This is an optimization exercise on Yosys and OpenROAD, whose aim is small area, a short achievable clock period and few clock cycles per item, not a production implementation. At most, simulation tests tie the RTL to the original design; equivalence was not proved. Function not checked in run 2: the RTL went through the layout flow alone.

==> design/flow/design.v <==
module chacha20_block_seq (
  input  logic          clk,
  input  logic          rst,
  input  logic          start,
  input  logic [255:0]  key,
  input  logic [95:0]   nonce,
  input  logic [31:0]   counter,
  output logic          busy,
  output logic          out_valid,
  input  logic          out_ready,
  output logic [511:0]  keystream
);
  localparam logic [31:0] C0 = 32'h61707865;
  localparam logic [31:0] C1 = 32'h3320646e;
  localparam logic [31:0] C2 = 32'h79622d32;
  localparam logic [31:0] C3 = 32'h6b206574;
  function automatic logic [31:0] rotl(input logic [31:0] x, input int n);
    rotl = (x << n) | (x >> (32 - n));
  endfunction
  logic [15:0][31:0] r0, r1, r2, r3;   
  logic [11:0][31:0] o0, o1, o2, o3;   
  logic [15:0][31:0] s0_out, s1_out, s2_out, s3_out;
  logic [11:0][31:0] in_w;             
  logic load_q;    
  logic rs_q;      
  logic adv_q;     
  logic take_q;    
  logic busy_q;    
  always_comb begin
    for (int i = 0; i < 8; i++) in_w[i] = key[32*i +: 32];
    in_w[8] = counter;
    for (int i = 0; i < 3; i++) in_w[9+i] = nonce[32*i +: 32];
  end
  always_comb begin
    s0_out = r0;
    s1_out = r1;
    s2_out = r2;
    for (int u = 0; u < 4; u++) begin
      s0_out[u]    = r0[u] + r0[4+u];
      s0_out[12+u] = rotl(r0[12+u] ^ s0_out[u], 16);
      s1_out[8+u]  = r1[8+u] + r1[12+u];
      s1_out[4+u]  = rotl(r1[4+u] ^ s1_out[8+u], 12);
      s2_out[u]    = r2[u] + r2[4+u];
      s2_out[12+u] = rotl(r2[12+u] ^ s2_out[u], 8);
    end
  end
  always_comb begin
    logic [31:0] b, c;
    for (int u = 0; u < 4; u++) begin
      c = r3[8+u] + r3[12+u];
      b = rotl(r3[4+u] ^ c, 7);
      s3_out[0  + ((4 - u) % 4)] = r3[u];
      s3_out[4  + ((5 - u) % 4)] = b;
      s3_out[8  + ((6 - u) % 4)] = c;
      s3_out[12 + ((7 - u) % 4)] = r3[12+u];
    end
  end
  always_ff @(posedge clk) begin
    for (int i = 0; i < 12; i++)
      o0[i] <= load_q ? in_w[i] : o3[i];
    o1 <= o0;
    o2 <= o1;
    o3 <= o2;
    r1 <= s0_out;
    r2 <= s1_out;
    r3 <= s2_out;
    r0[0] <= adv_q ? s3_out[0] : C0;
    r0[1] <= adv_q ? s3_out[1] : C1;
    r0[2] <= adv_q ? s3_out[2] : C2;
    r0[3] <= adv_q ? s3_out[3] : C3;
    for (int i = 4; i < 16; i++)
      r0[i] <= ({32{load_q}} & in_w[i-4]) | ({32{rs_q}} & o3[i-4]) |
               ({32{adv_q}} & s3_out[i]);
  end
  always_ff @(posedge clk) begin
    if (take_q) begin
      keystream[0  +: 32] <= r0[0] + C0;
      keystream[32 +: 32] <= r0[1] + C1;
      keystream[64 +: 32] <= r0[2] + C2;
      keystream[96 +: 32] <= r0[3] + C3;
      for (int i = 4; i < 16; i++)
        keystream[32*i +: 32] <= r0[i] + o0[i-4];
    end
  end
  logic [3:0] act, rs;
  logic [3:0][4:0] cnt;
  logic [3:0][1:0] seq;
  logic       rdy0;            
  logic [1:0] head, tail;      
  logic       acc;             
  logic       n_act0, n_rdy0, n_valid, n_take;
  logic [1:0] n_head;
  assign busy = busy_q;
  assign acc  = load_q && start;
  always_comb begin
    if (load_q) begin
      n_act0 = start;
      n_rdy0 = 1'b0;
    end else if (rs_q) begin
      n_act0 = 1'b1;
      n_rdy0 = 1'b0;
    end else begin
      n_act0 = act[3];
      n_rdy0 = act[3] && (cnt[3] == 5'd19);
    end
    n_valid = take_q || (out_valid && !out_ready);
    n_head  = head + {1'b0, take_q};
    n_take  = n_rdy0 && !n_valid && (seq[3] == n_head);
  end
  always_ff @(posedge clk or posedge rst) begin
    if (rst) begin
      load_q    <= 1'b0;
      rs_q      <= 1'b0;
      adv_q     <= 1'b0;
      take_q    <= 1'b0;
      busy_q    <= 1'b1;
      out_valid <= 1'b0;
      head      <= '0;
      tail      <= '0;
      act       <= '0;
      rs        <= '0;
      rdy0      <= 1'b0;
      cnt       <= '0;
      seq       <= '0;
    end else begin
      act[0] <= n_act0;
      rdy0   <= n_rdy0;
      if (load_q || rs_q) cnt[0] <= '0;
      else                cnt[0] <= cnt[3] + 5'd1;
      if (load_q) seq[0] <= tail;
      else        seq[0] <= seq[3];
      if (acc) tail <= tail + 2'd1;
      act[1] <= rdy0 ? !take_q : act[0];
      rs[1]  <= rdy0 && !take_q;
      cnt[1] <= cnt[0];
      seq[1] <= seq[0];
      act[3:2] <= act[2:1];
      rs[3:2]  <= rs[2:1];
      cnt[3:2] <= cnt[2:1];
      seq[3:2] <= seq[2:1];
      out_valid <= n_valid;
      head      <= n_head;
      load_q <= !act[2] && !acc;
      busy_q <= act[2] || acc;
      rs_q   <= act[2] && rs[2];
      adv_q  <= !(!act[2] && !acc) && !(act[2] && rs[2]);
      take_q <= n_take;
    end
  end
endmodule
==> design/flow/run.sh <==
#!/bin/bash
# synth_recipe.tcl (not shown) runs the flow's synth.tcl, then flattens the netlist and writes it again
# the make line also repeats each setting of config.mk as NAME=value (left out here)
make -C /OpenROAD-flow-scripts/flow DESIGN_CONFIG=/design/flow/config.mk WORK_HOME=/design/flow/orfs CLKGATE_MAP_FILE= SYNTH_SCRIPT=/design/flow/synth_recipe.tcl finish
==> design/flow/config.mk <==
export PLATFORM = sky130hd
export DESIGN_NAME = chacha20_block_seq
export DESIGN_NICKNAME = chacha20_block_seq
export VERILOG_FILES = /design/flow/design.v
export SDC_FILE = /design/flow/constraint.sdc
export NUM_CORES = 4
export LEC_CHECK = 0
export CAP_MARGIN = 20
export CORE_MARGIN = 2
export CORE_UTILIZATION = 30
export SLEW_MARGIN = 20
==> design/flow/constraint.sdc <==
create_clock -name core_clock -period 13.0 [get_ports {clk}]
set_input_delay 2.6000 -clock core_clock [delete_from_list [all_inputs] [get_ports {clk}]]
set_output_delay 2.6000 -clock core_clock [all_outputs]
set_load 0.01 [all_outputs]
==> results of run 1 <==
==> Yosys cell counts (112+ instances only) <==
library cell | n | area share [%]
edfxtp_1 | 512 | 10
nand2_1 | 432 | 1.1
dfxtp_1 | 3584 | 48
xor2_1 | 722 | 4.2
nor2_1 | 429 | 1.1
and2_1 | 112 | 0.47
nand2b_1 | 136 | 0.57
a222oi_1 | 308 | 2.1
o21bai_1 | 122 | 0.61
a21oi_1 | 722 | 2.4
xnor2_1 | 705 | 4.1
inv_1 | 580 | 1.5
a21o_1 | 498 | 2.5
ha_1 | 874 | 7.3
mux2_2 | 386 | 2.9
o21ai_0 | 425 | 1.4
nand3_1 | 149 | 0.50
clkbuf_1 | 260 | 0.66
==> stage by stage <==
stage / util, % / hold WS, ns / cell area [µm²] / cells
final: 36.7 / 0.242 / 182000 / 20609
after global routing: 36.7 / 0.245 / 181000 / 20530
after CTS: 36.7 / 0.239 / 181000 / 20477
after detailed placement: 33.6 / 0.312 / 166000 / 19674
after global placement: 33.6 / 0.310 / 166000 / 19668
after floorplan: - / 0.310 / 149000 / 12347
==> cells in the final DEF, fill, tap and decap left out, drive strengths merged, types with 308 or more instances in the layout <==
cell type      count
clkdlybuf4s50    901
inv              618
dfxtp           3584
mux2             386
ha               874
a21oi            735
edfxtp           512
nor2             429
xor2             722
a222oi           308
o21ai            459
xnor2            705
clkbuf           582
nand2            432
a21o             498
==> layout make-up <==
| class | count | share of cell area (%) |
|---|---|---|
| diodes | 131 | 0.181 |
| clock buffers | 582 | 6.83 |
| clock inverters | 221 | 1.53 |
| inverters | 580 | 1.20 |
| multi-input cells | 7352 | 31.8 |
| flip-flops and latches | 4141 | 48.6 |
| well taps | 6630 | 4.57 |
| repair buffers | 972 | 5.31 |
==> kinds of logic (layout without fill, tap and decap cells) <==
kind of cell    after synthesis  after routing  synth area share (%)
xor+xnor                   1453           1453                  8.80
buf+inv                     854           2355                  2.17
mux                         389            389                  2.95
flops                      4141           4141                  59.3
compound gates             2852           2852                  13.3
fa+ha+maj                   902            902                  7.72
simple gates               1756           1756                  5.80
other cells                   0            131                     0
==> worst paths after layout <==
check                                              start                       end  slack, ns
worst max register to register           r0[194]$_DFF_P_  keystream[223]$_DFFE_PP_       8.76
worst max-delay path            keystream[286]$_DFFE_PP_            keystream[286]       8.01
worst min register to register           o1[379]$_DFF_P_           o2[379]$_DFF_P_       0.24
max in group asynchronous                            rst           adv_q$_DFF_PP0_      10.25
min in group asynchronous                            rst          act[0]$_DFF_PP0_       2.09
worst min-delay path                     o1[379]$_DFF_P_           o2[379]$_DFF_P_       0.24
==> flip-flops by register name, indices dropped and copies added, names as in the netlist <==
register / count
o3: 384
adv_q: 1
load_q: 1
r3: 512
r2: 512
o1: 384
rs: 2
head: 2
cnt: 20
tail: 2
seq: 8
rs_q: 1
busy_q: 1
act: 4
r1: 512
take_q: 1
keystream: 512
r0: 512
o0: 384
out_valid: 1
o2: 384
rdy0: 1
==> layer usage <==
layer	up-vias	wire length [µm]	track usage (%)
li1	46566	-	-
met1	49657	256000	30.1
met2	4100	260000	34.7
met3	1123	50300	5.82
met4	124	37300	13.0
met5	-	792	0
==> flow_metrics.tcl, run 1 <==
set metrics [dict create \
    ant_nets 0 \
    drc_errors 0 \
    rsz0062_at_grt "no" \
    cts_buffers 428 \
    status "timing/DRC/antenna clean" \
    clock_skew_ns 0.105 \
    synth.distinct_cells 105 \
    hold_depth 0 \
    synth_flop_cell "dfxtp_1" \
    drive_gt1_share_pct 9.65 \
    critPathSlowestCell "edfxtp_1" \
    via_count 101570 \
    wire_per_inst_um 29.3 \
    synth_async_sr_flop_share_pct 1.09 \
    finalCritPeriodShare_pct 38.4 \
    cp_num_buf_inv 1 \
    antenna_found_initial 291 \
    fmaxAchievable_mhz 200 \
    multi_input_area_mm2 0.0577 \
    place.gp.congestion 0.995 \
    syn_inst 12347 \
    grt_max_degree 160 \
    viasPerCell 4.93 \
    grt_overflow_total 0 \
    wl_um 604000 \
    final-setup-viol-count 0 \
    period_minus_slack_ns 4.99 \
    crit_required_ns 10.40 \
    clock_sinks 4141 \
    fin_ws_ns 8.01 \
    synth-seq-cells 4141 \
    yosysWarnings 1 \
    crit_path_end_kind "output pin" \
    worst_slew_pin_slew_ns 1.34 \
    seq_area_frac_synth_pct 59.3 \
    max_cap_violations 0 \
    cts_tree "done" \
    fill_cells 48184 \
    grt_usage_pct 23.1 \
    path_class "reg2out" \
    cts_max_path_buffers 4 \
    syn_area_mm2 0.149 \
    portBuffers 901 \
    crit_arrival_ns 2.39 \
    ctsHoldBuffers 0 \
    max_stage_delay_ns 0.70 \
    num_rows 258 \
    post_cts_buffers 0 \
    regArea_mm2 0.0883 \
    max-slew-margin-rel_pct 9.99 \
    cp_top_family "flip-flops" \
    dpl_worst_slack_ns 8.61 \
    final_nets 14765 \
    start_kind "flop" \
    cts_max_level 5 \
    drt_iter0_drc 11254 \
    die_w_um 709 \
    grt_pass1_wl_um 794000 \
    path_depth 1 \
    dieHeight_um 709 \
    cts_root_buf "clkbuf_16" \
    num_io_pins 902 \
    synth_edf_count 512 \
    hold_violations 0 \
    path_clk_slew_ns 0.07 \
    rr_worst_depth 11 \
    insertion_delay_ns 1.04 \
    initial_core_util_pct 30.1 \
    synthesis.nets 13637 \
    syn_avg_cell_area_um2 12.1 \
    core-area_mm2 0.494 \
    first_global_vias 95477 \
    hold_class "reg2reg" \
    first_pass_iters 9 \
    cp_max_fo 1 \
    finalSetupTns_ns 0 \
    slew_violations 0 \
    cts_resized 0 \
    cp_cell_sequence "clkdlybuf4s50_1" \
    die-area_mm2 0.502 \
    place_hpwl_um 494000 \
    areaGrowthSynthToFinish_pct 21.9 \
]
Testbench counts, summed over its fixed seeds: cycles 8,112, blocks 384.
==> inputs of run 2 (changes only) <==
--- a/design/flow/design.v
+++ b/design/flow/design.v
@@ -26,5 +26,4 @@
   logic adv_q;     
   logic take_q;    
-  logic busy_q;    
   always_comb begin
     for (int i = 0; i < 8; i++) in_w[i] = key[32*i +: 32];
@@ -91,5 +90,5 @@
   logic       n_act0, n_rdy0, n_valid, n_take;
   logic [1:0] n_head;
-  assign busy = busy_q;
+  assign busy = !load_q;
   assign acc  = load_q && start;
   always_comb begin
@@ -114,5 +113,4 @@
       adv_q     <= 1'b0;
       take_q    <= 1'b0;
-      busy_q    <= 1'b1;
       out_valid <= 1'b0;
       head      <= '0;
@@ -142,5 +140,4 @@
       head      <= n_head;
       load_q <= !act[2] && !acc;
-      busy_q <= act[2] || acc;
       rs_q   <= act[2] && rs[2];
       adv_q  <= !(!act[2] && !acc) && !(act[2] && rs[2]);
==> run 2 against run 1 <==
Against the previous run: fmax fell by 19%; area after synthesis about the same; critical path type unchanged; largest cell class unchanged.
==> flow_metrics.tcl, run 2 <==
set metrics [dict create \
    status "timing/DRC/antenna clean" \
    synthesis.nets 13630 \
    first_pass_iters 10 \
    viasPerCell 4.92 \
    cts_root_buf "clkbuf_16" \
    grt_pass1_wl_um 790000 \
    synth_flop_cell "dfxtp_1" \
    worst_slew_pin_slew_ns 1.42 \
    slew_violations 0 \
    die_w_um 708 \
    antenna_found_initial 270 \
    num_io_pins 902 \
    final_nets 14756 \
    regArea_mm2 0.0882 \
    netlist_top_cells_count "3,584 x dfxtp_1, 874 x ha_1, 736 x a21oi_1" \
    grt_max_degree 163 \
    synth.distinct_cells 96 \
    synth_top_area_share_pct 48.2 \
    ctsHoldBuffers 0 \
    cts_tree "done" \
    rsz0062_at_grt "no" \
    dpl_worst_slack_ns 7.82 \
    timing.hold.ws_ns 0.284 \
    initial_core_util_pct 30.1 \
    seq_area_frac_synth_pct 59.3 \
    num_rows 258 \
    fill_cells 48066 \
    finalSetupTns_ns 0 \
    synth_async_sr_flop_share_pct 1.06 \
    syn_inst 12340 \
    drt_iter0_drc 10143 \
    design_area_mm2 0.181 \
    via_count 100618 \
    syn_area_mm2 0.149 \
    period_minus_slack_ns 6.19 \
    insertion_delay_ns 1.04 \
    hold_class "reg2reg" \
    portBuffers 901 \
    yosysWarnings 1 \
    syn_avg_cell_area_um2 12.1 \
    place.gp.congestion 0.957 \
    crit_required_ns 10.40 \
    wire_per_inst_um 29.4 \
    drc_errors 0 \
    cts_max_level 5 \
    first_global_vias 95341 \
    die-area_mm2 0.502 \
    drive_gt1_share_pct 9.16 \
    areaGrowthSynthToFinish_pct 21.7 \
    cts_buffers 435 \
    path_class "reg2out" \
    finalCritPeriodShare_pct 47.6 \
    crit_path_end_kind "output pin" \
    synth_edf_count 512 \
    final_cell_mix "3,584 x dfxtp_1, 901 x clkdlybuf4s50_1, 874 x ha_1" \
    crit_arrival_ns 3.59 \
    post_cts_buffers 0 \
    fin_ws_ns 6.81 \
    hold_violations 0 \
    multi_input_area_mm2 0.0575 \
    start_kind "flop" \
    final_common_cell "dfxtp_1" \
    path_clk_slew_ns 0.07 \
    ant_nets 0 \
    place_hpwl_um 488000 \
    wl_um 601000 \
    fmaxAchievable_mhz 162 \
    cp_max_fo 31 \
    max_cap_violations 0 \
    place_area_mm2 0.166 \
    cts_resized 0 \
    clock_sinks 4140 \
    post-synth-top-count-cell "dfxtp_1" \
    clock_skew_ns 0.0569 \
    cts_max_path_buffers 4 \
    max-slew-margin-rel_pct 4.50 \
    dieHeight_um 708 \
    grt_usage_pct 22.9 \
    final-setup-viol-count 0 \
    ys_top_cells_by_area "dfxtp_1 48%, edfxtp_1 10%, ha_1 7.3%" \
    yosys.area.top_type "dfxtp_1" \
    synth-seq-cells 4140 \
    grt_overflow_total 0 \
    core-area_mm2 0.494 \
]
run 2: final timing paths:
| path | startpoint | end | slack [ns] | cells after the start |
|---|---|---|---|---|
| worst max-delay path | load_q$_DFF_PP0_ | busy | 6.81 | 3 |
| worst min-delay path | r1[102]$_DFF_P_ | r2[102]$_DFF_P_ | 0.28 | 0 |
| worst max register to register | load_q$_DFF_PP0_ | o0[67]$_DFF_P_ | 8.64 | 5 |
| worst min register to register | r1[102]$_DFF_P_ | r2[102]$_DFF_P_ | 0.28 | 0 |
| max in group asynchronous | rst | adv_q$_DFF_PP0_ | 10.54 | 3 |
| min in group asynchronous | rst | out_valid$_DFF_PP0_ | 2.02 | 3 |
run 2: kinds of logic after synthesis:
logic type | after synthesis | share of synthesized area, %
DFF | 4140 | 59.3
adders and majority gates | 902 | 7.72
AOI/OAI and AO/OA | 2852 | 13.2
muxes | 355 | 2.68
buffers and inverters | 857 | 2.16
and+or+nand+nor | 1779 | 6.02
xor gates and xnor gates | 1455 | 8.91
run 2: layout make-up:
cell class                 count  area share (%)
antenna                      114           0.157
clock buffer                 587            6.94
clock inverter               231            1.48
inverter                     573            1.19
multi-input combinational   7343            31.7
sequential                  4140            48.7
tap                         6500            4.49
timing repair buffer         973            5.31
run 2: per-stage QoR:
step,utilization [%],std cells
after floorplan,-,12340
after CTS,36.6,20347
final,36.7,20461
after detailed placement,33.5,19529
after global routing,36.6,20391
after global placement,33.5,19529
run 2: metal layers:
metal | vias to the layer above | routed length [µm] | global-route usage (%)
met1 | 49188 | 256000 | 29.9
met5 | - | 671 | 0
met3 | 1018 | 45100 | 5.23
met2 | 3786 | 263000 | 35.2
li1 | 46520 | - | -
met4 | 106 | 35600 | 12.5
run 2: critical path, cell delays in order (launching register included):
cell	delay, ns
dfrtp_4	0.65
inv_2	0.59
buf_4	0.59
clkdlybuf4s50_1	0.65
==> inputs of run 3 (changes only) <==
--- a/design/flow/design.v
+++ b/design/flow/design.v
@@ -18,4 +18,21 @@
     rotl = (x << n) | (x >> (32 - n));
   endfunction
+  function automatic logic [31:0] add_bk(input logic [31:0] x, input logic [31:0] y);
+    logic [31:0] g, p, h;
+    h = x ^ y;
+    g = x & y;
+    p = h;
+    for (int d = 1; d < 32; d = d * 2)
+      for (int i = 2 * d - 1; i < 32; i = i + 2 * d) begin
+        g[i] = g[i] | (p[i] & g[i-d]);
+        p[i] = p[i] & p[i-d];
+      end
+    for (int d = 8; d >= 1; d = d / 2)
+      for (int i = 3 * d - 1; i < 32; i = i + 2 * d) begin
+        g[i] = g[i] | (p[i] & g[i-d]);
+        p[i] = p[i] & p[i-d];
+      end
+    add_bk = h ^ {g[30:0], 1'b0};
+  endfunction
   logic [15:0][31:0] r0, r1, r2, r3;   
   logic [11:0][31:0] o0, o1, o2, o3;   
@@ -26,4 +43,9 @@
   logic adv_q;     
   logic take_q;    
+  logic busy_q;    
+  logic load_n;    
+  logic circ_n;    
+  logic adv_n;     
+  logic take_n;    
   always_comb begin
     for (int i = 0; i < 8; i++) in_w[i] = key[32*i +: 32];
@@ -36,9 +58,9 @@
     s2_out = r2;
     for (int u = 0; u < 4; u++) begin
-      s0_out[u]    = r0[u] + r0[4+u];
+      s0_out[u]    = add_bk(r0[u], r0[4+u]);
       s0_out[12+u] = rotl(r0[12+u] ^ s0_out[u], 16);
-      s1_out[8+u]  = r1[8+u] + r1[12+u];
+      s1_out[8+u]  = add_bk(r1[8+u], r1[12+u]);
       s1_out[4+u]  = rotl(r1[4+u] ^ s1_out[8+u], 12);
-      s2_out[u]    = r2[u] + r2[4+u];
+      s2_out[u]    = add_bk(r2[u], r2[4+u]);
       s2_out[12+u] = rotl(r2[12+u] ^ s2_out[u], 8);
     end
@@ -47,5 +69,5 @@
     logic [31:0] b, c;
     for (int u = 0; u < 4; u++) begin
-      c = r3[8+u] + r3[12+u];
+      c = add_bk(r3[8+u], r3[12+u]);
       b = rotl(r3[4+u] ^ c, 7);
       s3_out[0  + ((4 - u) % 4)] = r3[u];
@@ -57,5 +79,5 @@
   always_ff @(posedge clk) begin
     for (int i = 0; i < 12; i++)
-      o0[i] <= load_q ? in_w[i] : o3[i];
+      o0[i] <= circ_n ? o3[i] : in_w[i];
     o1 <= o0;
     o2 <= o1;
@@ -64,11 +86,14 @@
     r2 <= s1_out;
     r3 <= s2_out;
-    r0[0] <= adv_q ? s3_out[0] : C0;
-    r0[1] <= adv_q ? s3_out[1] : C1;
-    r0[2] <= adv_q ? s3_out[2] : C2;
-    r0[3] <= adv_q ? s3_out[3] : C3;
-    for (int i = 4; i < 16; i++)
-      r0[i] <= ({32{load_q}} & in_w[i-4]) | ({32{rs_q}} & o3[i-4]) |
+    r0[0] <= adv_n ? s3_out[0] : C0;
+    r0[1] <= adv_n ? s3_out[1] : C1;
+    r0[2] <= adv_n ? s3_out[2] : C2;
+    r0[3] <= adv_n ? s3_out[3] : C3;
+    for (int i = 4; i < 10; i++)
+      r0[i] <= ({32{load_n}} & in_w[i-4]) | ({32{rs_q}} & o3[i-4]) |
                ({32{adv_q}} & s3_out[i]);
+    for (int i = 10; i < 16; i++)
+      r0[i] <= ({32{load_n}} & in_w[i-4]) | ({32{rs_q}} & o3[i-4]) |
+               ({32{adv_n}} & s3_out[i]);
   end
   always_ff @(posedge clk) begin
@@ -78,6 +103,10 @@
       keystream[64 +: 32] <= r0[2] + C2;
       keystream[96 +: 32] <= r0[3] + C3;
-      for (int i = 4; i < 16; i++)
-        keystream[32*i +: 32] <= r0[i] + o0[i-4];
+      for (int i = 4; i < 8; i++)
+        keystream[32*i +: 32] <= add_bk(r0[i], o0[i-4]);
+    end
+    if (take_n) begin
+      for (int i = 8; i < 16; i++)
+        keystream[32*i +: 32] <= add_bk(r0[i], o0[i-4]);
     end
   end
@@ -90,5 +119,5 @@
   logic       n_act0, n_rdy0, n_valid, n_take;
   logic [1:0] n_head;
-  assign busy = !load_q;
+  assign busy = busy_q;
   assign acc  = load_q && start;
   always_comb begin
@@ -113,4 +142,5 @@
       adv_q     <= 1'b0;
       take_q    <= 1'b0;
+      busy_q    <= 1'b1;
       out_valid <= 1'b0;
       head      <= '0;
@@ -140,4 +170,5 @@
       head      <= n_head;
       load_q <= !act[2] && !acc;
+      busy_q <= act[2] || acc;
       rs_q   <= act[2] && rs[2];
       adv_q  <= !(!act[2] && !acc) && !(act[2] && rs[2]);
@@ -145,3 +176,9 @@
     end
   end
+  always_ff @(posedge clk) begin
+    load_n <= !act[2] && !acc;
+    circ_n <= act[2] || acc;
+    adv_n  <= !(!act[2] && !acc) && !(act[2] && rs[2]);
+    take_n <= n_take;
+  end
 endmodule
--- a/design/flow/config.mk
+++ b/design/flow/config.mk
@@ -8,4 +8,6 @@
 export CAP_MARGIN = 20
 export CORE_MARGIN = 2
-export CORE_UTILIZATION = 30
+export CORE_UTILIZATION = 50
+export CTS_CLUSTER_DIAMETER = 90
+export CTS_CLUSTER_SIZE = 20
 export SLEW_MARGIN = 20
==> run 3 against run 2 <==
Against the previous run: hold slack gained 0.016 ns; critical path depth shrank 2; area after synthesis shrank 4.5%; non-clock buffer count shrank 8; sequential share of layout area grew 5.7 points; first-iteration DRC count shrank 6.2%; worst setup slack gained 1.4 ns; critical path type unchanged; critical endpoint is now keystream[260].
==> flow_metrics.tcl, run 3 <==
set metrics [dict create \
    status "timing/DRC/antenna clean" \
    path_class "reg2out" \
    clock_sinks 4145 \
    dieHeight_um 537 \
    insertion_delay_ns 0.96 \
    final_common_cell "dfxtp_1" \
    r2r_start "r3[423]$_DFF_P_" \
    hold_class "reg2reg" \
    synth_async_sr_flop_share_pct 1.09 \
    cts_resized 0 \
    place_hpwl_um 407000 \
    crit_path_end_kind "output pin" \
    drt_iter0_drc 9515 \
    ys_top_cells_by_area "dfxtp_1 51%, edfxtp_1 11%, ha_1 7.2%" \
    synth.distinct_cells 75 \
    cp_cell_sequence "clkdlybuf4s50_1" \
    timing.hold.ws_ns 0.300 \
    place.gp.congestion 0.960 \
    finalSetupTns_ns 0 \
    r2r_end "r0[134]$_DFF_P_" \
    grt_max_degree 127 \
    met2WireLength_um 219000 \
    min_from "o1[214]$_DFF_P_" \
    antenna_found_initial 90 \
    areaGrowthSynthToFinish_pct 14.2 \
    max_stage_delay_ns 0.77 \
    critPathSlowestCell "clkdlybuf4s50_1" \
    crit_end "keystream[260]" \
    die-area_mm2 0.288 \
    wl_met3_um 31400 \
    r2r_setup_slack_ns 8.19 \
    path_depth 1 \
    cp_num_buf_inv 1 \
    rr_worst_depth 16 \
    path_clk_slew_ns 0.09 \
    synth_top_area_share_pct 50.5 \
    slew_violations 0 \
    num_rows 195 \
    crit_start "keystream[260]$_DFFE_PP_" \
    ctsHoldBuffers 0 \
    num_io_pins 902 \
    syn_avg_cell_area_um2 13.3 \
    yosysWarnings 1 \
    synth_flop_cell "dfxtp_1" \
    post_cts_buffers 0 \
    dpl_worst_slack_ns 8.11 \
    hold_violations 0 \
    hold_depth 0 \
    fmaxAchievable_mhz 207 \
    synth_edf_count 512 \
    rsz0062_at_grt "no" \
    final_nets 13386 \
    max_cap_violations 0 \
    cp_max_fo 1 \
    core-area_mm2 0.283 \
    grt_overflow_total 0 \
    syn_inst 10721 \
    wl_met1_um 220000 \
    post-route-util_pct 57.5 \
    max-slew-margin-rel_pct 20.0 \
    yosys.area.top_type "dfxtp_1" \
    top_layer "met5" \
    synthesis.nets 12375 \
    final_cell_mix "3,584 x dfxtp_1, 1,250 x inv_1, 901 x clkdlybuf4s50_1" \
    post-synth-top-count-cell "dfxtp_1" \
    drive_gt1_share_pct 6.53 \
    via_count 85473 \
    wire_per_inst_um 31.9 \
    die_w_um 537 \
    first_global_vias 84109 \
    viasPerCell 5.47 \
    seq_area_frac_synth_pct 62.2 \
    grt_pass1_wl_um 671000 \
    cts_root_buf "clkbuf_16" \
    drc_errors 0 \
    crit_arrival_ns 2.23 \
    portBuffers 901 \
    fin_ws_ns 8.17 \
    cts_tree "done" \
    cts_max_level 4 \
    start_kind "flop" \
    period_minus_slack_ns 4.83 \
    synth-seq-cells 4145 \
    crit_required_ns 10.40 \
    clock_skew_ns 0.0462 \
    worst_slew_pin_slew_ns 1.19 \
    first_pass_iters 7 \
    cts_max_path_buffers 4 \
    netlist_top_cells_count "3,588 x dfxtp_1, 1,252 x inv_1, 818 x ha_1" \
    wl_um 499000 \
    final-setup-viol-count 0 \
    ant_nets 0 \
    cp_top_family "buffers and inverters" \
    finalCritPeriodShare_pct 37.1 \
    grt_usage_pct 34.0 \
    cts_buffers 231 \
    initial_core_util_pct 50.3 \
    syn_area_mm2 0.142 \
]
==> run 3: cell types whose count changed in the layout (fill, tap and decap cells not counted), sizes merged, moves of 206 or more <==
| cell | change |
|---|---|
| nor2 | -219 |
| fa | +420 |
| xor2 | -277 |
| a21oi | -375 |
| clkbuf | -256 |
| inv | +643 |
| a21o | -333 |
| o21ai | -206 |
==> run 3: metrics by stage <==
step                cells  area [µm²]
finish              15634      162000
floorplan           10721      142000
global route        15603      162000
global placement    15241      156000
detailed placement  15242      156000
CTS                 15588      162000
==> run 3: worst min path at each step <==
stage                                  to  slack [ns]
after floorplan             o2[0]$_DFF_P_        0.31
after global placement     r2[10]$_DFF_P_        0.31
after detailed placement  o2[198]$_DFF_P_        0.31
after CTS                 o3[303]$_DFF_P_        0.31
after global routing       r2[21]$_DFF_P_        0.32
final                     o2[214]$_DFF_P_        0.30
==> run 3: kinds of logic after synthesis <==
family                   share of synthesized area (%)
adder cells (fa/ha/maj)                           13.5
AND/OR/NAND/NOR                                   3.24
multiplexers                                      3.06
XOR/XNOR                                          6.64
flip-flops                                        62.2
buffers and inverters                             3.80
AO/OA/AOI/OAI                                     7.59
==> run 3: layout make-up <==
| class | instances | area, µm² |
|---|---|---|
| clock inverter | 15 | 185 |
| antenna | 46 | 115 |
| tap | 3743 | 4680 |
| fill | 23076 | 120000 |
| clock buffer | 331 | 6280 |
| inverter | 1252 | 4700 |
| timing repair buffer | 965 | 9520 |
| sequential | 4145 | 88400 |
| multi-input combinational | 5137 | 48500 |
==> run 3: per-layer routing <==
metal | global-route usage [%] | vias to the layer above
met3 | 4.43 | 665
met4 | 17.4 | 22
li1 | - | 38201
met2 | 51.3 | 3309
met1 | 48.0 | 43276
met5 | 0 | -
Testbench counts of run 3, summed over its fixed seeds: cycles 8,112, blocks 384.
==> inputs of run 4 (changes only) <==
--- a/design/flow/design.v
+++ b/design/flow/design.v
@@ -58,9 +58,9 @@
     s2_out = r2;
     for (int u = 0; u < 4; u++) begin
-      s0_out[u]    = add_bk(r0[u], r0[4+u]);
+      s0_out[u]    = r0[u] + r0[4+u];
       s0_out[12+u] = rotl(r0[12+u] ^ s0_out[u], 16);
-      s1_out[8+u]  = add_bk(r1[8+u], r1[12+u]);
+      s1_out[8+u]  = r1[8+u] + r1[12+u];
       s1_out[4+u]  = rotl(r1[4+u] ^ s1_out[8+u], 12);
-      s2_out[u]    = add_bk(r2[u], r2[4+u]);
+      s2_out[u]    = r2[u] + r2[4+u];
       s2_out[12+u] = rotl(r2[12+u] ^ s2_out[u], 8);
     end
@@ -69,5 +69,5 @@
     logic [31:0] b, c;
     for (int u = 0; u < 4; u++) begin
-      c = add_bk(r3[8+u], r3[12+u]);
+      c = r3[8+u] + r3[12+u];
       b = rotl(r3[4+u] ^ c, 7);
       s3_out[0  + ((4 - u) % 4)] = r3[u];
==> design/flow/flow/run.sh (new file) <==
#!/bin/bash
# The standard layout (the standard.sh: standard synthesis, floorplan,
# placement, CTS, routing, finish) with one change: the buffers that the
# flow puts on every input and output port are sky130_fd_sc_hd__buf_2
# instead of the flow's default choice (a delay buffer,
# sky130_fd_sc_hd__clkdlybuf4s50_1), which is larger and slower.
# Every port still gets its own buffer.
set -euo pipefail
bash standard.sh BUFFER_PORTS_ARGS="-buffer_cell sky130_fd_sc_hd__buf_2" finish > standard_flow.log 2>&1
==> design/flow/standard.sh (new file) <==
#!/bin/bash
# synth_recipe.tcl (not shown) runs the flow's synth.tcl, then flattens the netlist and writes it again
# the make line also repeats each setting of config.mk as NAME=value (left out here)
make -C /OpenROAD-flow-scripts/flow DESIGN_CONFIG=/design/flow/config.mk WORK_HOME=/design/flow/orfs CLKGATE_MAP_FILE= SYNTH_SCRIPT=/design/flow/synth_recipe.tcl "${@:-finish}"
removed: design/flow/run.sh
==> run 4 against run 3 <==
Against the previous run: clock-buffer cell count rose by 12; critical path depth is the same; critical endpoint is now keystream[287]; clock skew increased by 0.012 ns; utilization is 1.7 points lower; non-clock buffer count shrank 17; wire length grew 9.4%.
==> flow_metrics.tcl, run 4 <==
set metrics [dict create \
    status "timing/DRC/antenna clean" \
    die-area_mm2 0.298 \
    rsz0062_at_grt "no" \
    final_nets 14060 \
    timing.hold.ws_ns 0.293 \
    place_inst 16278 \
    netlist_top_cells_count "3,588 x dfxtp_1, 850 x ha_1, 788 x inv_1" \
    synth_flop_cell "dfxtp_1" \
    via_count 95557 \
    cts_root_buf "clkbuf_16" \
    holdPathEnd "o2[40]$_DFF_P_" \
    r2r_end "keystream[383]$_DFFE_PP_" \
    period_minus_slack_ns 4.45 \
    place.gp.congestion 0.993 \
    cts_buffers 234 \
    hold_class "reg2reg" \
    grt_usage_pct 35.6 \
    seq_area_frac_synth_pct 60.2 \
    cts_resized 0 \
    fin_ws_ns 8.55 \
    finalCritPeriodShare_pct 34.2 \
    dpl_worst_slack_ns 8.77 \
    place_hpwl_um 445000 \
    syn_avg_cell_area_um2 12.6 \
    final-setup-viol-count 0 \
    ant_nets 0 \
    yosysWarnings 1 \
    critPathSlowestCell "edfxtp_1" \
    synth_async_sr_flop_share_pct 1.09 \
    ctsHoldBuffers 0 \
    synth_top_area_share_pct 48.9 \
    final-instance-count-excl-fill 16733 \
    fill_cells 24619 \
    worst_slew_pin_slew_ns 1.35 \
    synthesis.nets 13127 \
    syn_area_mm2 0.147 \
    syn_inst 11681 \
    path_clk_slew_ns 0.08 \
    num_io_pins 902 \
    final_cell_mix "3,584 x dfxtp_1, 901 x buf_2, 850 x ha_1" \
    design_area_mm2 0.163 \
    grt_max_degree 133 \
    cp_cell_sequence "buf_2" \
    post_cts_buffers 0 \
    r2r_setup_slack_ns 8.56 \
    max-slew-margin-rel_pct 9.77 \
    cp_num_buf_inv 1 \
    rr_worst_depth 13 \
    max_cap_violations 0 \
    cts_tree "done" \
    initial_core_util_pct 50.3 \
    insertion_delay_ns 0.97 \
    min_from "o1[40]$_DFF_P_" \
    viasPerCell 5.71 \
    cp_max_fo 1 \
    hold_depth 0 \
    clock_skew_ns 0.0579 \
    ys_top_cells_by_area "dfxtp_1 49%, edfxtp_1 10%, ha_1 7.2%" \
    wire_per_inst_um 32.6 \
    synth-seq-cells 4145 \
    post-synth-top-count-cell "dfxtp_1" \
    dieHeight_um 546 \
    crit_required_ns 10.40 \
    fmaxAchievable_mhz 225 \
    cp_top_family "flip-flops" \
    grt_pass1_wl_um 737000 \
    hold_violations 0 \
    core-area_mm2 0.292 \
    start_kind "flop" \
    drive_gt1_share_pct 13.4 \
    areaGrowthSynthToFinish_pct 10.8 \
    portBuffers 901 \
    r2r_start "r0[352]$_DFF_P_" \
    drt_iter0_drc 10944 \
    post-route-util_pct 55.8 \
    wl_um 546000 \
    die_w_um 546 \
    clock_sinks 4145 \
    crit_path_end_kind "output pin" \
    final_common_cell "dfxtp_1" \
    first_pass_iters 9 \
    antenna_found_initial 152 \
    first_global_vias 92038 \
    grt_overflow_total 0 \
    drc_errors 0 \
    crit_arrival_ns 1.85 \
    slew_violations 0 \
    cts_max_path_buffers 4 \
    num_rows 198 \
    max_stage_delay_ns 0.67 \
    synth.distinct_cells 96 \
    cts_max_level 4 \
    synth_edf_count 512 \
    path_class "reg2out" \
    finalSetupTns_ns 0 \
    yosys.area.top_type "dfxtp_1" \
    place_area_mm2 0.156 \
]
run 4: cells by family after synthesis:
group | after synthesis | share of synthesized area, %
AO/OA/AOI/OAI | 2385 | 11.3
XOR/XNOR | 1306 | 8.19
adder cells (fa/ha/maj) | 1058 | 10.1
buffers and inverters | 1039 | 2.66
flip-flops | 4145 | 60.2
multiplexers | 386 | 2.96
AND/OR/NAND/NOR | 1362 | 4.58
run 4: how the worst max path moves through the flow:
stage          depth (start not counted)  slack [ns]                startpoint                       end
2_1_floorplan                          5        6.03          take_q$_DFF_PP0_          take_q$_DFF_PP0_
3_3_place_gp                           3        8.38                   key[69]           r0[197]$_DFF_P_
3_5_place_dp                          13        8.77           r0[384]$_DFF_P_  keystream[415]$_DFFE_PP_
4_1_cts                                1        8.50  keystream[351]$_DFFE_PP_            keystream[351]
5_1_grt                               13        8.38           r0[352]$_DFF_P_  keystream[383]$_DFFE_PP_
6_report                               1        8.55  keystream[287]$_DFFE_PP_            keystream[287]
run 4: layout make-up:
cell class                 count  area, µm²  area share [%]
sequential                  4145      88400            54.3
multi-input combinational   6497      54600            33.6
clock buffer                 343       6330            3.89
timing repair buffer         948       4900            3.01
tap                         3900       4880            3.00
inverter                     788       2960            1.82
clock inverter                21        347           0.213
antenna                       91        228           0.140
run 4: worst register-to-register path: stages, from the launching register on:
cell and delay, ns:
dfxtp_1 0.33, ha_1 0.22, fa_1 0.42, a211oi_1 0.26
o21bai_1 0.16, o21ai_1 0.32, o21ai_0 0.21, a31oi_1 0.58
a31oi_1 0.32, a41o_1 0.32, a41oi_1 0.31, a21oi_1 0.15
fa_1 0.40, xnor2_1 0.14
run 4: routing by layer:
layer  part of all wire, %  GRT usage (%)  up-vias
met1                    43           48.9    47856
met4                   5.3           17.4       48
met5                 0.066              0        -
met3                   7.0           5.45      808
met2                    45           55.0     4066
li1                      -              -    42779
Testbench counts of run 4, summed over its fixed seeds: cycles 8,112, blocks 384.
==> inputs of run 5 (changes only) <==
--- a/design/flow/config.mk
+++ b/design/flow/config.mk
@@ -8,5 +8,5 @@
 export CAP_MARGIN = 20
 export CORE_MARGIN = 2
-export CORE_UTILIZATION = 50
+export CORE_UTILIZATION = 62
 export CTS_CLUSTER_DIAMETER = 90
 export CTS_CLUSTER_SIZE = 20
==> run 5 against run 4 <==
Against the previous run: area after synthesis unchanged; via count grew 1.9%; register-to-register slack about the same; flip-flop and latch count stayed put; utilization is 13 points higher; critical path depth increased by 12; synthesized cell count unchanged; non-clock buffer count is 9 lower; highest routed layer unchanged.
==> flow_metrics.tcl, run 5 <==
set metrics [dict create \
    antenna_found_initial 129 \
    synth_flop_cell "dfxtp_1" \
    cp_max_fo 4 \
    r2r_start "r0[352]$_DFF_P_" \
    drt_iter0_drc 12856 \
    fill_cells 16928 \
    num_rows 178 \
    start_kind "flop" \
    initial_core_util_pct 62.4 \
    ctsHoldBuffers 0 \
    synth.distinct_cells 96 \
    grt_pass1_wl_um 687000 \
    seq_area_frac_synth_pct 60.2 \
    fmaxAchievable_mhz 226 \
    synth-seq-cells 4145 \
    clock_sinks 4145 \
    crit_path_end_kind "flop" \
    drc_errors 0 \
    syn_inst 11681 \
    cts_buffers 227 \
    final-setup-viol-count 0 \
    synth_async_sr_flop_share_pct 1.09 \
    max_cap_violations 0 \
    crit_arrival_ns 5.10 \
    yosys.area.top_type "dfxtp_1" \
    status "timing/DRC/antenna clean" \
    dieHeight_um 491 \
    wl_um 503000 \
    cts_root_buf "clkbuf_16" \
    final_cell_mix "3,584 x dfxtp_1, 901 x buf_2, 850 x ha_1" \
    synthesis.nets 13127 \
    final_common_cell "dfxtp_1" \
    num_io_pins 902 \
    first_global_vias 92899 \
    synth_edf_count 512 \
    via_count 97420 \
    final_nets 14044 \
    min_from "o1[145]$_DFF_P_" \
    cts_tree "done" \
    finalCritPeriodShare_pct 34.0 \
    place_hpwl_um 405000 \
    ant_nets 0 \
    grt_overflow_total 0 \
    viasPerCell 6.11 \
    ys_top_cells_by_area "dfxtp_1 49%, edfxtp_1 10%, ha_1 7.2%" \
    yosysWarnings 1 \
    cts_max_level 4 \
    final-instance-count-excl-fill 15954 \
    wire_per_inst_um 31.5 \
    max-slew-margin-rel_pct 11.4 \
    insertion_delay_ns 0.93 \
    hold_violations 0 \
    grt_max_degree 123 \
    synth_top_area_share_pct 48.9 \
    place.gp.congestion 1.05 \
    areaGrowthSynthToFinish_pct 9.97 \
    netlist_top_cells_count "3,588 x dfxtp_1, 850 x ha_1, 788 x inv_1" \
    syn_area_mm2 0.147 \
    finalSetupTns_ns 0 \
    r2r_end "keystream[381]$_DFFE_PP_" \
    rr_worst_depth 13 \
    path_clk_slew_ns 0.08 \
    syn_avg_cell_area_um2 12.6 \
    crit_required_ns 13.68 \
    hold_class "reg2reg" \
    clock_skew_ns 0.0600 \
    holdPathEnd "o2[145]$_DFF_P_" \
    path_class "reg2reg" \
    cts_resized 0 \
    critPathSlowestCell "a31oi_1" \
    core-area_mm2 0.235 \
    period_minus_slack_ns 4.43 \
    portBuffers 901 \
    post-synth-top-count-cell "dfxtp_1" \
    slew_violations 0 \
    die-area_mm2 0.241 \
    die_w_um 491 \
    max_stage_delay_ns 0.55 \
    first_pass_iters 8 \
    grt_usage_pct 40.6 \
    post_cts_buffers 0 \
    place_inst 15519 \
    drive_gt1_share_pct 13.2 \
    hold_depth 0 \
    r2r_setup_slack_ns 8.57 \
    worst_slew_pin_slew_ns 1.32 \
    cp_cell_sequence "ha_1 > fa_1 > a211oi_1 > o21bai_1 > o21ai_1 > o21ai_0 > a31oi_1 > a31oi_1 > a41o_1 > a41oi_1 > nand2b_1 > fa_1 > xor2_1" \
    rsz0062_at_grt "no" \
    cts_max_path_buffers 3 \
]
[run 5: cell counts after synthesis]
Identical to the previous run, type by type.
[run 5: routing by layer]
layer	GRT usage [%]	wire length, µm
met2	60.7	219000
met3	7.34	47900
met5	0	159
met4	25.7	36700
met1	54.6	199000
[run 5: worst max path at each step]
| stage | end | slack [ns] | cells after the start | startpoint |
|---|---|---|---|---|
| 2_1_floorplan | take_q$_DFF_PP0_ | 6.03 | 5 | take_q$_DFF_PP0_ |
| 3_3_place_gp | keystream[381]$_DFFE_PP_ | 8.79 | 13 | r0[352]$_DFF_P_ |
| 3_5_place_dp | keystream[415]$_DFFE_PP_ | 8.71 | 13 | r0[384]$_DFF_P_ |
| 4_1_cts | keystream[285] | 8.61 | 1 | keystream[285]$_DFFE_PP_ |
| 5_1_grt | keystream[381]$_DFFE_PP_ | 8.41 | 13 | r0[352]$_DFF_P_ |
| 6_report | keystream[381]$_DFFE_PP_ | 8.57 | 13 | r0[352]$_DFF_P_ |
[run 5: cells by family (layout without fill, tap and decap cells)]
group           after synthesis  count (layout)  share of synthesized area, %
compound gates             2385            2385                          11.3
xor+xnor                   1306            1306                          8.19
fa+ha+maj                  1058            1058                          10.1
buf+inv                    1039            2097                          2.66
flops                      4145            4145                          60.2
mux                         386             386                          2.96
other cells                   0              65                             0
simple gates               1362            1362                          4.58
[run 5: area by class of cell]
cell class	instances	area (µm²)	share of cell area [%]
clock inverter	18	312	0.193
timing repair buffer	939	4840	3.00
tap	3150	3940	2.44
clock buffer	352	6260	3.88
multi-input combinational	6497	54500	33.8
antenna	65	163	0.101
inverter	788	2960	1.83
sequential	4145	88400	54.8
[run 5: critical path: cells and delay by family (launching register included)]
family          cells  cell delay (ns)
simple gates        1             0.11
flops               1             0.34
xor+xnor            1             0.17
fa+ha+maj           3             1.02
compound gates      8             2.55
[run 5: through the flow]
stage | utilization, % | area [µm²] | setup slack (ns) | hold slack, ns
after floorplan | - | 147000 | 6.03 | 0.310
after global placement | 65.7 | 155000 | 8.79 | 0.310
after detailed placement | 65.7 | 155000 | 8.71 | 0.312
after CTS | 68.5 | 161000 | 8.61 | 0.307
after global routing | 68.6 | 161000 | 8.41 | 0.308
final | 68.6 | 161000 | 8.57 | 0.309
==> inputs of run 6 (changes only) <==
--- a/design/flow/design.v
+++ b/design/flow/design.v
@@ -17,21 +17,4 @@
   function automatic logic [31:0] rotl(input logic [31:0] x, input int n);
     rotl = (x << n) | (x >> (32 - n));
-  endfunction
-  function automatic logic [31:0] add_bk(input logic [31:0] x, input logic [31:0] y);
-    logic [31:0] g, p, h;
-    h = x ^ y;
-    g = x & y;
-    p = h;
-    for (int d = 1; d < 32; d = d * 2)
-      for (int i = 2 * d - 1; i < 32; i = i + 2 * d) begin
-        g[i] = g[i] | (p[i] & g[i-d]);
-        p[i] = p[i] & p[i-d];
-      end
-    for (int d = 8; d >= 1; d = d / 2)
-      for (int i = 3 * d - 1; i < 32; i = i + 2 * d) begin
-        g[i] = g[i] | (p[i] & g[i-d]);
-        p[i] = p[i] & p[i-d];
-      end
-    add_bk = h ^ {g[30:0], 1'b0};
   endfunction
   logic [15:0][31:0] r0, r1, r2, r3;   
@@ -104,9 +87,9 @@
       keystream[96 +: 32] <= r0[3] + C3;
       for (int i = 4; i < 8; i++)
-        keystream[32*i +: 32] <= add_bk(r0[i], o0[i-4]);
+        keystream[32*i +: 32] <= r0[i] + o0[i-4];
     end
     if (take_n) begin
       for (int i = 8; i < 16; i++)
-        keystream[32*i +: 32] <= add_bk(r0[i], o0[i-4]);
+        keystream[32*i +: 32] <= r0[i] + o0[i-4];
     end
   end
--- a/design/flow/config.mk
+++ b/design/flow/config.mk
@@ -8,5 +8,5 @@
 export CAP_MARGIN = 20
 export CORE_MARGIN = 2
-export CORE_UTILIZATION = 62
+export CORE_UTILIZATION = 50
 export CTS_CLUSTER_DIAMETER = 90
 export CTS_CLUSTER_SIZE = 20
==> run 6 against run 5 <==
Against the previous run: critical endpoint is now r0[286]$_DFF_P_; register-to-register slack worse by 0.07 ns; utilization down 13 points; final cell count up 9.7%; still clean; synthesized cell count up 6.2%; sequential share of layout area down 1.4 points; clock skew down 0.0097 ns.
==> flow_metrics.tcl, run 6 <==
set metrics [dict create \
    status "timing/DRC/antenna clean" \
    die_w_um 551 \
    finalSetupTns_ns 0 \
    synthesis.nets 13700 \
    grt_usage_pct 36.2 \
    cts_max_level 4 \
    grt_max_degree 129 \
    cp_top_family "compound AO/OA/AOI/OAI gates" \
    drc_errors 0 \
    place_hpwl_um 463000 \
    wl_um 568000 \
    critPathSlowestCell "dfxtp_1" \
    first_pass_iters 13 \
    synth_flop_cell "dfxtp_1" \
    cts_max_path_buffers 4 \
    insertion_delay_ns 0.97 \
    fmaxAchievable_mhz 222 \
    place_area_mm2 0.159 \
    dieHeight_um 551 \
    period_minus_slack_ns 4.50 \
    crit_arrival_ns 5.29 \
    viasPerCell 5.87 \
    cts_resized 0 \
    cp_cell_sequence "ha_1 > inv_1 > fa_1 > nor2b_1 > o21a_1 > o211ai_1 > nand3_1 > a21oi_1 > o21ai_0 > a21oi_1 > o21ai_0 > xnor2_2 > o21ai_0" \
    grt_overflow_total 0 \
    synth_async_sr_flop_share_pct 1.09 \
    design_area_mm2 0.166 \
    r2r_end "r0[286]$_DFF_P_" \
    syn_avg_cell_area_um2 12.1 \
    fin_ws_ns 8.50 \
    worst_slew_pin_slew_ns 1.26 \
    path_clk_slew_ns 0.08 \
    yosys.area.top_type "dfxtp_1" \
    first_global_vias 97335 \
    hold_class "reg2reg" \
    start_kind "flop" \
    slew_violations 0 \
    die-area_mm2 0.304 \
    syn_inst 12410 \
    cts_root_buf "clkbuf_16" \
    holdPathEnd "r3[377]$_DFF_P_" \
    dpl_worst_slack_ns 8.52 \
    place.gp.congestion 1.01 \
    synth_edf_count 512 \
    initial_core_util_pct 50.3 \
    fill_cells 25107 \
    synth-seq-cells 4145 \
    cts_tree "done" \
    num_io_pins 902 \
    antenna_found_initial 136 \
    cp_max_fo 3 \
    crit_top_cell "o21ai_0" \
    crit_required_ns 13.79 \
    core-area_mm2 0.297 \
    cts_buffers 236 \
    synth_top_area_share_pct 48.0 \
    hold_violations 0 \
    final-setup-viol-count 0 \
    clock_skew_ns 0.0503 \
    netlist_top_cells_count "3,588 x dfxtp_1, 874 x ha_1, 733 x a21oi_1" \
    via_count 102647 \
    max_cap_violations 0 \
    synth.distinct_cells 103 \
    rr_worst_depth 13 \
    num_rows 200 \
    final_common_cell "dfxtp_1" \
    rsz0062_at_grt "no" \
    yosysWarnings 1 \
    max-slew-margin-rel_pct 15.3 \
    post_cts_buffers 0 \
    wire_per_inst_um 32.5 \
    areaGrowthSynthToFinish_pct 10.8 \
    hold_depth 0 \
    crit_path_end_kind "flop" \
    path_class "reg2reg" \
    ctsHoldBuffers 0 \
    clock_sinks 4145 \
    cp_num_buf_inv 1 \
    syn_area_mm2 0.150 \
    finalCritPeriodShare_pct 34.6 \
    r2r_start "r3[448]$_DFF_P_" \
    seq_area_frac_synth_pct 59.0 \
    final_cell_mix "3,584 x dfxtp_1, 901 x buf_2, 874 x ha_1" \
    drt_iter0_drc 12452 \
    ant_nets 0 \
    post-synth-top-count-cell "dfxtp_1" \
    portBuffers 901 \
    r2r_setup_slack_ns 8.50 \
    max_stage_delay_ns 0.68 \
    grt_pass1_wl_um 763000 \
    post-route-util_pct 55.8 \
    final_nets 14635 \
    ys_top_cells_by_area "dfxtp_1 48%, edfxtp_1 10%, ha_1 7.3%" \
    drive_gt1_share_pct 12.9 \
    min_from "r2[377]$_DFF_P_" \
]
==> run 6: changes by cell type in the layout (fill, tap and decap cells not counted), moves of 43 or more <==
cell	previous run	this run
nor2_1	315	429
o21ai_1	20	82
a21oi_1	573	733
and3_1	74	119
nand2b_1	117	160
xnor2_1	603	683
a21o_1	355	488
nand2_1	350	401
fa_1	208	28
nor2b_1	57	116
inv_1	785	565
==> run 6: cells by family (layout without fill, tap and decap cells) <==
kind of cell | count (synthesis) | in the layout | share of synthesized area [%]
and+or+nand+nor | 1815 | 1815 | 6.07
adders and majority gates | 902 | 902 | 7.68
xor gates and xnor gates | 1438 | 1438 | 8.85
other | 0 | 89 | 0
buffers and inverters | 833 | 1889 | 2.09
AOI/OAI and AO/OA | 2880 | 2880 | 13.3
DFF | 4145 | 4145 | 59.0
muxes | 397 | 397 | 2.98
==> run 6: final cells by class <==
class | count | area [µm²] | share of cell area [%]
sequential | 4145 | 88400 | 53.3
multi-input combinational | 7432 | 58300 | 35.2
clock buffer | 333 | 6380 | 3.85
timing repair buffer | 962 | 5050 | 3.05
tap | 3939 | 4930 | 2.97
inverter | 568 | 2130 | 1.29
clock inverter | 26 | 370 | 0.223
antenna | 89 | 223 | 0.134
==> run 6: layer usage <==
layer  vias up  part of all wire (%)  GRT usage [%]
li1      46061                     -              -
met1     50918                    42           49.4
met2      4739                    43           54.6
met3       907                   7.2           4.65
met4        22                   7.0           23.0
met5         -                 0.026              0
==> run 6: worst max path at each step <==
stage | startpoint | to | slack, ns | depth (start not counted)
after global placement | r0[321]$_DFF_P_ | keystream[351]$_DFFE_PP_ | 8.41 | 11
after global routing | r3[448]$_DFF_P_ | r0[286]$_DFF_P_ | 8.40 | 13
final | r3[448]$_DFF_P_ | r0[286]$_DFF_P_ | 8.50 | 13
after detailed placement | r0[321]$_DFF_P_ | keystream[351]$_DFFE_PP_ | 8.52 | 11
after CTS | r0[321]$_DFF_P_ | keystream[351]$_DFFE_PP_ | 8.49 | 11
after floorplan | take_q$_DFF_PP0_ | take_q$_DFF_PP0_ | 6.03 | 5
==> run 6: per-stage QoR <==
stage / hold slack (ns) / cells
2_1_floorplan: 0.310 / 12410
3_3_place_gp: 0.310 / 17040
3_5_place_dp: 0.312 / 17046
4_1_cts: 0.306 / 17405
5_1_grt: 0.309 / 17451
6_report: 0.315 / 17494
Testbench counts of run 6, summed over its fixed seeds: cycles 8,112, blocks 384.
==> inputs of run 7 (changes only) <==
--- a/design/flow/config.mk
+++ b/design/flow/config.mk
@@ -8,5 +8,5 @@
 export CAP_MARGIN = 20
 export CORE_MARGIN = 2
-export CORE_UTILIZATION = 50
+export CORE_UTILIZATION = 62
 export CTS_CLUSTER_DIAMETER = 90
 export CTS_CLUSTER_SIZE = 20
==> run 7 against run 6 <==
Against the previous run: final area decreased by 0.82%; largest cell class unchanged; via count is 1.4% higher; utilization increased by 13 points; highest routed layer unchanged; fmax is 2.1% higher; flip-flop and latch count did not move; sequential share of layout area up 0.44 points; area after synthesis is the same; wire length decreased by 6.3%.
==> flow_metrics.tcl, run 7 <==
set metrics [dict create \
    status "timing/DRC/antenna clean" \
    synth_async_sr_flop_share_pct 1.09 \
    yosys.area.top_type "dfxtp_1" \
    multi_input_area_mm2 0.0583 \
    wl_um 532000 \
    antenna_found_initial 121 \
    slew_violations 0 \
    dieHeight_um 495 \
    cts_root_buf "clkbuf_16" \
    cp_max_fo 1 \
    cp_top_family "flip-flops" \
    period_minus_slack_ns 4.41 \
    cp_cell_sequence "buf_2" \
    timing.hold.ws_ns 0.288 \
    ys_top_cells_by_area "dfxtp_1 48%, edfxtp_1 10%, ha_1 7.3%" \
    drc_errors 0 \
    synth-seq-cells 4145 \
    drt_iter0_drc 13624 \
    start_kind "flop" \
    seq_area_frac_synth_pct 59.0 \
    grt_usage_pct 42.0 \
    final_common_cell "dfxtp_1" \
    grt_overflow_total 0 \
    netlist_top_cells_count "3,588 x dfxtp_1, 874 x ha_1, 733 x a21oi_1" \
    drive_gt1_share_pct 12.7 \
    crit_required_ns 10.40 \
    fmaxAchievable_mhz 227 \
    path_clk_slew_ns 0.10 \
    cts_tree "done" \
    final_cell_mix "3,584 x dfxtp_1, 901 x buf_2, 874 x ha_1" \
    place.gp.congestion 1.03 \
    via_count 104063 \
    final-setup-viol-count 0 \
    insertion_delay_ns 0.94 \
    yosysWarnings 1 \
    num_io_pins 902 \
    wire_per_inst_um 31.9 \
    rsz0062_at_grt "no" \
    max_stage_delay_ns 0.67 \
    synth.distinct_cells 103 \
    synth_edf_count 512 \
    max-slew-margin-rel_pct 16.8 \
    die-area_mm2 0.245 \
    cts_buffers 228 \
    hold_violations 0 \
    final_nets 14626 \
    post-synth-top-count-cell "dfxtp_1" \
    place_hpwl_um 427000 \
    synthesis.nets 13700 \
    worst_slew_pin_slew_ns 1.25 \
    synth_flop_cell "dfxtp_1" \
    clock_sinks 4145 \
    cts_max_path_buffers 3 \
    ctsHoldBuffers 0 \
    finalCritPeriodShare_pct 33.9 \
    syn_inst 12410 \
    initial_core_util_pct 62.3 \
    num_rows 180 \
    crit_path_end_kind "output pin" \
    post-route-util_pct 68.4 \
    first_pass_iters 11 \
    cts_resized 0 \
    crit_arrival_ns 1.81 \
    core-area_mm2 0.240 \
    finalSetupTns_ns 0 \
    grt_max_degree 119 \
    post_cts_buffers 0 \
    regArea_mm2 0.0884 \
    clock_skew_ns 0.0610 \
    cp_num_buf_inv 1 \
    critPathSlowestCell "edfxtp_1" \
    areaGrowthSynthToFinish_pct 9.86 \
    viasPerCell 6.23 \
    portBuffers 901 \
    syn_area_mm2 0.150 \
    synth_top_area_share_pct 48.0 \
    ant_nets 0 \
    cts_max_level 4 \
    first_global_vias 98597 \
    fill_cells 17075 \
    hold_class "reg2reg" \
    die_w_um 495 \
    syn_avg_cell_area_um2 12.1 \
    max_cap_violations 0 \
    path_class "reg2out" \
    grt_pass1_wl_um 725000 \
]
run 7: per-stage QoR:
step	cell area, µm²	cells	worst slack [ns]
4_1_cts	164000	16634	8.58
5_1_grt	164000	16668	8.56
2_1_floorplan	150000	12410	6.03
3_5_place_dp	158000	16291	8.92
6_report	164000	16707	8.59
3_3_place_gp	158000	16288	8.79
run 7: layer usage:
layer  global-route usage, %  up-vias  wire, µm
li1                        -    46017         -
met1                    55.4    50983    207000
met2                    62.9     5869    229000
met3                    7.07     1166     50600
met4                    30.1       28     45400
met5                       0        -       191
run 7: worst paths after layout:
check	from	cells past startpoint	slack [ns]	end
worst max register to register	r3[384]$_DFF_P_	13	8.72	r0[189]$_DFF_P_
min in group asynchronous	rst	3	1.77	rs[2]$_DFF_PP0_
worst max-delay path	keystream[35]$_DFFE_PP_	1	8.59	keystream[35]
max in group asynchronous	rst	3	10.82	take_q$_DFF_PP0_
worst min register to register	o2[120]$_DFF_P_	0	0.29	o3[120]$_DFF_P_
worst min-delay path	o2[120]$_DFF_P_	0	0.29	o3[120]$_DFF_P_
run 7: cell type report:
type,instances,share of cell area [%]
well taps,3185,2.42
flip-flops and latches,4145,53.7
clock inverters,24,0.244
repair buffers,961,3.04
diodes,73,0.111
multi-input cells,7432,35.4
clock buffers,319,3.70
inverters,568,1.30
run 7: cells by family (layout without fill, tap and decap cells):
family | Yosys count | after routing | share of synthesized area [%]
buffers and inverters | 833 | 1872 | 2.09
other | 0 | 73 | 0
DFF | 4145 | 4145 | 59.0
muxes | 397 | 397 | 2.98
AOI/OAI and AO/OA | 2880 | 2880 | 13.3
xor gates and xnor gates | 1438 | 1438 | 8.85
adders and majority gates | 902 | 902 | 7.68
and+or+nand+nor | 1815 | 1815 | 6.07

==> port drivers added, routing unchanged <==
No port has a modelled driver above. Below, the same layouts with a new extraction and two added sets of constraints.
Step 1, drivers: a clkbuf_16 drives clk and a buf_2 each remaining input, both assumed.
Step 2, shift: input delay + t, output delay - t, t = (earliest + latest rising clock arrival at the registers) / 2. This alone moves slack from input paths to output paths.
Three values: ideal ports, drivers, drivers and shift; two values: the first two.
run | t, ns | setup WS [ns] | worst setup path after step 2 | worst register clock-pin slew, ns
run 1 | 1.106 | 8.006 / 7.887 / 8.709 | input to register | 0.07 / 0.07
run 2 | 1.119 | 6.810 / 6.700 / 7.819 | register to output | 0.07 / 0.07
run 3 | 1.040 | 8.173 / 8.063 / 8.192 | register to register | 0.10 / 0.10
run 4 | 1.051 | 8.554 / 8.437 / 8.560 | register to register | 0.09 / 0.09
run 5 | 1.014 | 8.574 / 8.529 / 8.574 | register to register | 0.10 / 0.10
run 6 | 1.058 | 8.501 / 8.454 / 8.501 | register to register | 0.09 / 0.09
run 7 | 1.020 | 8.594 / 8.487 / 8.719 | register to register | 0.10 / 0.10
After both steps every run listed still meets setup and hold.
